What follows belongs to an exercise in optimizing a design on an open flow for small area and a short achievable clock period; a production flow would make more cautious choices.
Function was checked by simulation only, so behaviour that the tests miss may differ from the original.
Power is estimated from default activity; no workload was simulated.

## flow/design.v

```verilog
module rvv_rt_xrf_wb_buffer #(
   parameter int unsigned NUM_RT = 4,
   parameter int unsigned NUM_WP = 2,
   parameter int unsigned DEPTH  = 8,
   parameter int unsigned XLEN   = 32,
   parameter int unsigned AW     = 5
) (
   input  logic                   clk,
   input  logic                   rst,
   input  logic [NUM_RT-1:0]      rt_valid,
   input  logic [NUM_RT*AW-1:0]   rt_addr,
   input  logic [NUM_RT*XLEN-1:0] rt_data,
   output logic [NUM_RT-1:0]      rt_ready,
   output logic [NUM_WP-1:0]      wp_valid,
   output logic [NUM_WP*AW-1:0]   wp_addr,
   output logic [NUM_WP*XLEN-1:0] wp_data,
   input  logic [NUM_WP-1:0]      wp_ready,
   output logic                   buf_empty,
   output logic                   buf_full
   ,
   output logic [$clog2(DEPTH+1)-1:0] stat_max_occ,
   output logic [31:0]                stat_full_stall
);
   localparam int unsigned EW = 1 + AW + XLEN;    
   logic [7:0][EW-1:0] mem_q;
   logic [7:0]         rd_oh_q, wr_oh_q;          
   logic [3:0]         ev_sel_q, od_sel_q;        
   logic               swap_q;                    
   logic [7:0]         occ_q;                     
   logic [AW-1:0]      last_q;                    
   logic [3:0]          st;                       
   logic [3:0][AW-1:0]  ad;
   logic [3:0]          same;                     
   logic [3:0][EW-1:0]  ch;
   logic [3:0][3:0]     rk;                       
   logic [3:0]          npush;                    
   logic [AW-1:0]       last_d;
   always_comb begin
      for (int i = 0; i < 4; i++) begin
         ad[i] = rt_addr[i*AW +: AW];
         st[i] = rt_valid[i] & ~occ_q[7-i] & (ad[i] != '0);
      end
      same[0] = (ad[0] == last_q);
      same[1] = st[0] ? (ad[1] == ad[0]) : (ad[1] == last_q);
      same[2] = st[1] ? (ad[2] == ad[1]) : st[0] ? (ad[2] == ad[0]) : (ad[2] == last_q);
      same[3] = st[2] ? (ad[3] == ad[2]) : st[1] ? (ad[3] == ad[1]) :
                st[0] ? (ad[3] == ad[0]) : (ad[3] == last_q);
      last_d  = st[3] ? ad[3] : st[2] ? ad[2] : st[1] ? ad[1] : st[0] ? ad[0] : last_q;
      for (int i = 0; i < 4; i++)
         ch[i] = {same[i], ad[i], rt_data[i*XLEN +: XLEN]};
      rk[0] = 4'b0001;
      rk[1] = {2'b00, st[0], ~st[0]};
      rk[2] = {1'b0, st[0] & st[1], st[0] ^ st[1], ~st[0] & ~st[1]};
      rk[3] = {st[0] & st[1] & st[2],
               (st[0] & st[1] & ~st[2]) | (st[0] & ~st[1] & st[2]) | (~st[0] & st[1] & st[2]),
               (st[0] & ~st[1] & ~st[2]) | (~st[0] & st[1] & ~st[2]) | (~st[0] & ~st[1] & st[2]),
               ~st[0] & ~st[1] & ~st[2]};
      npush[0] = |st;
      npush[1] = (st[0] & st[1]) | (st[0] & st[2]) | (st[0] & st[3]) |
                 (st[1] & st[2]) | (st[1] & st[3]) | (st[2] & st[3]);
      npush[2] = (st[0] & st[1] & st[2]) | (st[0] & st[1] & st[3]) |
                 (st[0] & st[2] & st[3]) | (st[1] & st[2] & st[3]);
      npush[3] = &st;
   end
   logic [3:0]         wr4;                       
   logic [3:0][EW-1:0] lane;
   always_comb begin
      for (int b = 0; b < 4; b++) wr4[b] = wr_oh_q[b] | wr_oh_q[b+4];
      for (int b = 0; b < 4; b++) begin
         lane[b] = '0;
         for (int i = 0; i < 4; i++) begin
            logic hit;
            hit = 1'b0;
            for (int r = 0; r <= i; r++)
               hit = hit | (rk[i][r] & wr4[(b - r + 4) % 4]);
            if (st[i] && hit) lane[b] = lane[b] | ch[i];
         end
      end
   end
   logic [7:0] we;
   always_comb begin
      for (int e = 0; e < 8; e++) begin
         we[e] = 1'b0;
         for (int k = 0; k < 4; k++)
            we[e] = we[e] | (wr_oh_q[(e - k + 8) % 8] & npush[k]);
      end
   end
   always_ff @(posedge clk) begin
      for (int e = 0; e < 8; e++)
         if (we[e]) mem_q[e] <= lane[e % 4];
   end
   logic [EW-1:0] ev, od, head0, head1;
   always_comb begin
      ev = '0;
      od = '0;
      for (int k = 0; k < 4; k++) begin
         ev = ev | ({EW{ev_sel_q[k]}} & mem_q[2*k]);
         od = od | ({EW{od_sel_q[k]}} & mem_q[2*k+1]);
      end
      head0 = swap_q ? od : ev;
      head1 = swap_q ? ev : od;
   end
   logic [1:0] wpv;
   assign wpv[0] = occ_q[0];
   assign wpv[1] = occ_q[1] & ~head1[EW-1];
   logic pop1, pop2;
   assign pop1 = wpv[0] & wp_ready[0];
   assign pop2 = pop1 & wpv[1] & wp_ready[1];
   logic [7:0] occ_pop, occ_d, rd_oh_d, wr_oh_d;
   always_comb begin
      for (int i = 0; i < 8; i++) begin
         logic a1, a2;
         a1 = (i + 1 < 8) ? occ_q[(i + 1) % 8] : 1'b0;
         a2 = (i + 2 < 8) ? occ_q[(i + 2) % 8] : 1'b0;
         occ_pop[i] = pop2 ? a2 : (pop1 ? a1 : occ_q[i]);
         rd_oh_d[i] = pop2 ? rd_oh_q[(i + 6) % 8] : (pop1 ? rd_oh_q[(i + 7) % 8] : rd_oh_q[i]);
      end
      for (int i = 0; i < 8; i++) begin
         logic v, w;
         v = occ_pop[i];
         w = wr_oh_q[i];
         for (int k = 0; k < 4; k++) begin
            if (npush[k]) begin
               v = (i - k - 1 >= 0) ? occ_pop[(i - k - 1 + 8) % 8] : 1'b1;
               w = wr_oh_q[(i - k - 1 + 8) % 8];
            end
         end
         occ_d[i]   = v;
         wr_oh_d[i] = w;
      end
   end
   always_ff @(posedge clk) begin
      if (rst) begin
         rd_oh_q  <= 8'd1;
         ev_sel_q <= 4'd1;
         od_sel_q <= 4'd1;
         swap_q   <= 1'b0;
         wr_oh_q  <= 8'd1;
         occ_q   <= '0;
      end else begin
         rd_oh_q  <= rd_oh_d;
         for (int k = 0; k < 4; k++) begin
            ev_sel_q[k] <= rd_oh_d[2*k] | rd_oh_d[(2*k + 7) % 8];
            od_sel_q[k] <= rd_oh_d[2*k+1] | rd_oh_d[2*k];
         end
         swap_q   <= rd_oh_d[1] | rd_oh_d[3] | rd_oh_d[5] | rd_oh_d[7];
         wr_oh_q  <= wr_oh_d;
         occ_q   <= occ_d;
      end
   end
   always_ff @(posedge clk) begin
      last_q <= last_d;
   end
   always_comb begin
      for (int i = 0; i < 4; i++) rt_ready[i] = ~occ_q[7-i];
   end
   assign wp_valid  = wpv;
   assign wp_addr   = {head1[XLEN +: AW], head0[XLEN +: AW]};
   assign wp_data   = {head1[XLEN-1:0], head0[XLEN-1:0]};
   assign buf_empty = ~occ_q[0];
   assign buf_full  = occ_q[7];
   logic [7:0]  max_occ_q;                        
   logic [31:0] full_stall_q;
   always_ff @(posedge clk) begin
      if (rst) begin
         max_occ_q    <= '0;
         full_stall_q <= '0;
      end else begin
         max_occ_q    <= max_occ_q | occ_d;
         if (occ_q[7] && rt_valid[0] && (full_stall_q != '1))
            full_stall_q <= full_stall_q + 32'd1;
      end
   end
   assign stat_max_occ[3] = max_occ_q[7];
   assign stat_max_occ[2] = max_occ_q[3] & ~max_occ_q[7];
   assign stat_max_occ[1] = (max_occ_q[1] & ~max_occ_q[3]) | (max_occ_q[5] & ~max_occ_q[7]);
   assign stat_max_occ[0] = (max_occ_q[0] & ~max_occ_q[1]) | (max_occ_q[2] & ~max_occ_q[3]) |
                            (max_occ_q[4] & ~max_occ_q[5]) | (max_occ_q[6] & ~max_occ_q[7]);
   assign stat_full_stall = full_stall_q;
endmodule
```

## flow/flow/run.sh

```bash
#!/bin/bash
# Own layout flow: the standard ORFS flow, with the I/O port buffers made from a
# plain buffer cell instead of the one buffer_ports picks by default (a delay cell).
set -euo pipefail
export BUFFER_PORTS_ARGS="-buffer_cell sky130_fd_sc_hd__buf_1"
bash standard.sh "BUFFER_PORTS_ARGS=-buffer_cell sky130_fd_sc_hd__buf_1" finish > flow_standard.log 2>&1
```

## flow/standard.sh

```bash
#!/bin/bash
# synth_recipe.tcl (not shown) runs the flow's synth.tcl, then flattens the netlist and writes it again
# the make line also repeats each setting of config.mk as NAME=value (left out here)
make -C /OpenROAD-flow-scripts/flow DESIGN_CONFIG=/design/flow/config.mk WORK_HOME=/design/flow/orfs CLKGATE_MAP_FILE= SYNTH_SCRIPT=/design/flow/synth_recipe.tcl "${@:-finish}"
```

## flow/config.mk

```make
export PLATFORM = sky130hd
export DESIGN_NAME = rvv_rt_xrf_wb_buffer
export DESIGN_NICKNAME = rvv_rt_xrf_wb_buffer
export VERILOG_FILES = /design/flow/design.v
export SDC_FILE = /design/flow/constraint.sdc
export NUM_CORES = 4
export LEC_CHECK = 0
export CAP_MARGIN = 20
export CORE_MARGIN = 2
export CORE_UTILIZATION = 45
export CTS_CLUSTER_DIAMETER = 80
export CTS_CLUSTER_SIZE = 25
export SETUP_SLACK_MARGIN = 2.2
export SLEW_MARGIN = 20
```

## flow/constraint.sdc

```tcl
create_clock -name core_clock -period 5.5 [get_ports {clk}]
set_input_delay 1.1000 -clock core_clock [delete_from_list [all_inputs] [get_ports {clk}]]
set_output_delay 1.1000 -clock core_clock [all_outputs]
set_load 0.01 [all_outputs]
```

==> impl_metrics.ini <==
[timing]
maxSlewViolCount = 0
finalCritPeriodShare_pct = 61.9
setup_violations = 0
finalCriticalPeriod_ns = 3.41
grt_setup_unrepaired = true
slew_headroom_pct = 38.2
hold_violations = 0
tightest_slew_ns = 0.927
skew_ns = 0.0411
setup_tns_ns = 0
fmax_mhz = 294
fin_ws_ns = 2.09

[synthesis]
ys_types = 74
synth_cells = 1815
synth-seq-cells = 382
synth-async-reset-ratio_pct = 0
yosys_warnings = 1
ys_seq_area_share_pct = 55.5
dominantRegCellSynth = edfxtp_1
synth_nets = 1976
syn_area_per_cell_um2 = 10.7
synth_area_um2 = 19400
synth_edf_count = 309

[setup_path]
slowest_stage = or4_4
critical_path.max_stage_delay_ns = 0.53
cp-end-kind = flip-flop
rrSetupSlack_ns = 2.48
start_kind = input pin
path_max_fanout = 15
critical-path-top-delay-family = compound AO/OA/AOI/OAI gates
critPathBufInv = 5
r2r-end = max_occ_q[1]
crit_arrival_ns = 3.72
worstPathCellList = buf_6 -> buf_6 -> or4_4 -> o21ai_4 -> inv_4 -> ha_4 -> a22o_4 -> a222oi_1 -> buf_4 -> buf_4 -> nand2_4
ff2ff_path_depth = 8
r2r-start = ev_sel_q[1]
cp_data_required_time_ns = 5.82
path_class = input pin to flip-flop
crit_end = mem_q[204]
path_depth = 11
crit_start = rt_addr[0]

[floorplan]
io_pins = 274
start_util_pct = 45.8
die_h_um = 211
rows = 75
core_um2 = 42200
design.die.area_um2 = 44700
die_x_um = 211

[grt]
grt_pass1_wl_um = 110000
antenna_found_initial = 4
grt_pass1_vias = 17306
globalRoute.totalOverflow = 0
grtUsageTotal_pct = 33.2
grt_max_degree = 68

[routing]
drt_first_pass_iters = 15
drt_wl_total_um = 79800
ant_nets = 0
viasPerCell = 6.99
vias = 18539
drt_iter0_markers = 3323
remaining_drc_errors = 0
post_drt_wl_per_cell_um = 30.1

[cts]
cts_max_level = 1
insertion_delay_ns = 0.57
root_buffer = clkbuf_16
clockBufferDepth = 3
cts_tree = built
clk_pin_slew_ns = 0.10
hold_buffers = 0
cts_buffers = 22
cts_sinks = 382

[placement]
dp_slack_ns = 0.927
dpl.hpwl_um = 43900
gp_congestion = 0.888
portBuffers = 273

[min_path]
hold_depth = 1
hold_class = flip-flop to flip-flop

[pwr]
power_leakage_nw = 8.12
p_sw_mw = 5.29
pwr-share-seq_pct = 39.5
switching_share_pct = 42.1
p_per_area_nw_per_um2 = 524
ir_worst_vdd_mv = 0.288
power.share.clock_pct = 14.3
p_total_mw = 12.6
power_frac_comb_pct = 46.2
intPower_mw = 7.28

[final_layout]
fin_nets = 2263
final_common_cell = edfxtp_1
final_layout_size_suffix_gt1_share_pct = 16.9
synthToLayoutAreaGrowth_pct = 24.0
final_cell_mix = edfxtp_1 (309), buf_1 (266), a22oi_1 (166)
utilization_pct = 56.8

[run]
cap_violations = 0

[outcome]
status = complete, no violations
## stage by stage
stage / instance area [µm²] / hold WS [ns] / std cells
final: 24000 / 0.463 / 2654
after CTS: 23000 / 0.469 / 2605
after detailed placement: 21000 / 0.445 / 2507
after floorplan: 19700 / 0.427 / 1815
after global routing: 24000 / 0.483 / 2652
after global placement: 21000 / 0.437 / 2505
## sequential cells by signal, summed over array words and instances (netlist names)
| register | cells |
|---|---|
| mem_q | 304 |
| full_stall_q | 32 |
| max_occ_q | 8 |
| occ_q | 8 |
| rd_oh_q | 8 |
| wr_oh_q | 8 |
| last_q | 5 |
| ev_sel_q | 4 |
| od_sel_q | 4 |
| swap_q | 1 |
## layout make-up
cell class	count	area [µm²]
Fill cell	3606	18200
Sequential cell	382	10800
Multi-Input combinational cell	1234	9010
Timing Repair Buffer	398	2540
Tap cell	539	674
Clock buffer	24	558
Inverter	61	268
Clock inverter	11	131
Timing Repair inverter	3	43.8
Antenna cell	2	5.00
## routing by layer
| layer | GRT usage [%] | wire length (µm) | vias to the layer above |
|---|---|---|---|
| met5 | 0 | 14 | - |
| met4 | 14.6 | 4260 | 2 |
| met3 | 7.62 | 10900 | 275 |
| met2 | 53.5 | 36200 | 1523 |
| met1 | 43.0 | 28400 | 8857 |
| li1 | - | - | 7882 |
## what timing repair did
| action | in CTS | in global routing |
|---|---|---|
| resized for setup | 168 | 141 |
| setup buffers | 46 | 34 |
| cloned | 17 | 13 |
| setup endpoints to repair | 681 | 596 |
| pin swaps | 26 | 26 |
## worst min path at each step
stage	startpoint	slack [ns]	endpoint
after global routing	max_occ_q[0]	0.48	max_occ_q[0]
after detailed placement	max_occ_q[0]	0.44	max_occ_q[0]
after floorplan	max_occ_q[0]	0.43	max_occ_q[0]
final	max_occ_q[0]	0.46	max_occ_q[0]
after global placement	max_occ_q[0]	0.44	max_occ_q[0]
after CTS	max_occ_q[0]	0.47	max_occ_q[0]
## cell families after synthesis
logic type      count (synthesis)  synth area share, %
compound gates                712                 26.8
xor+xnor                       46                 2.08
fa+ha+maj                       5                0.323
buf+inv                       219                 4.53
flops                         382                 55.5
mux                            12                0.633
simple gates                  439                 10.2
## Yosys cell counts, drive strengths merged, types with 17 or more instances
cell	n	area (µm²)
a22oi	166	1250
a222oi	143	1430
nor2	156	601
edfxtp	309	9280
xnor2	22	193
xor2	24	210
nand2	174	663
buf	48	235
clkbuf	110	413
o221ai	17	149
a21oi	50	250
inv	60	225
a31oi	79	494
nand3	22	110
o21ai	181	932
dfxtp	73	1460
## power by group through the flow
stage               registers (mW)  logic [mW]  clock network (mW)
floorplan                     4.81        2.93                   0
global placement              5.03        4.26                   0
detailed placement            5.06        4.33                   0
CTS                           4.95        5.10                1.81
global route                  5.04        6.05                1.91
finish                        4.97        5.80                1.80

-- port drivers added, routing unchanged --
How much do the figures lean on ideal ports? The routed layout below was timed once more, with nothing changed but the port constraints. Step 1, drivers: a clkbuf_16 drives clk and a buf_2 each remaining input, both assumed. Step 2 moves the port delays by t, midway between the first and last clock arrival at a register: inputs arrive t later, outputs are due t later. That takes back most of the time a late clock gives input paths. Slacks: no drivers / after step 1 / after step 2; pairs: no drivers / after step 1.
t (ns): 0.607
setup slack, ns: 2.094 / 2.116 / 1.510
hold slack, ns: 0.463 / 0.463 / 0.463
clock arrival spread, ns: 0.043 / 0.043
cell pins on the clock port's net: 1
After both steps setup and hold are still met in this run. For this run, drivers alone change the setup slack by +0.022 ns; drivers and shift together by -0.584 ns.
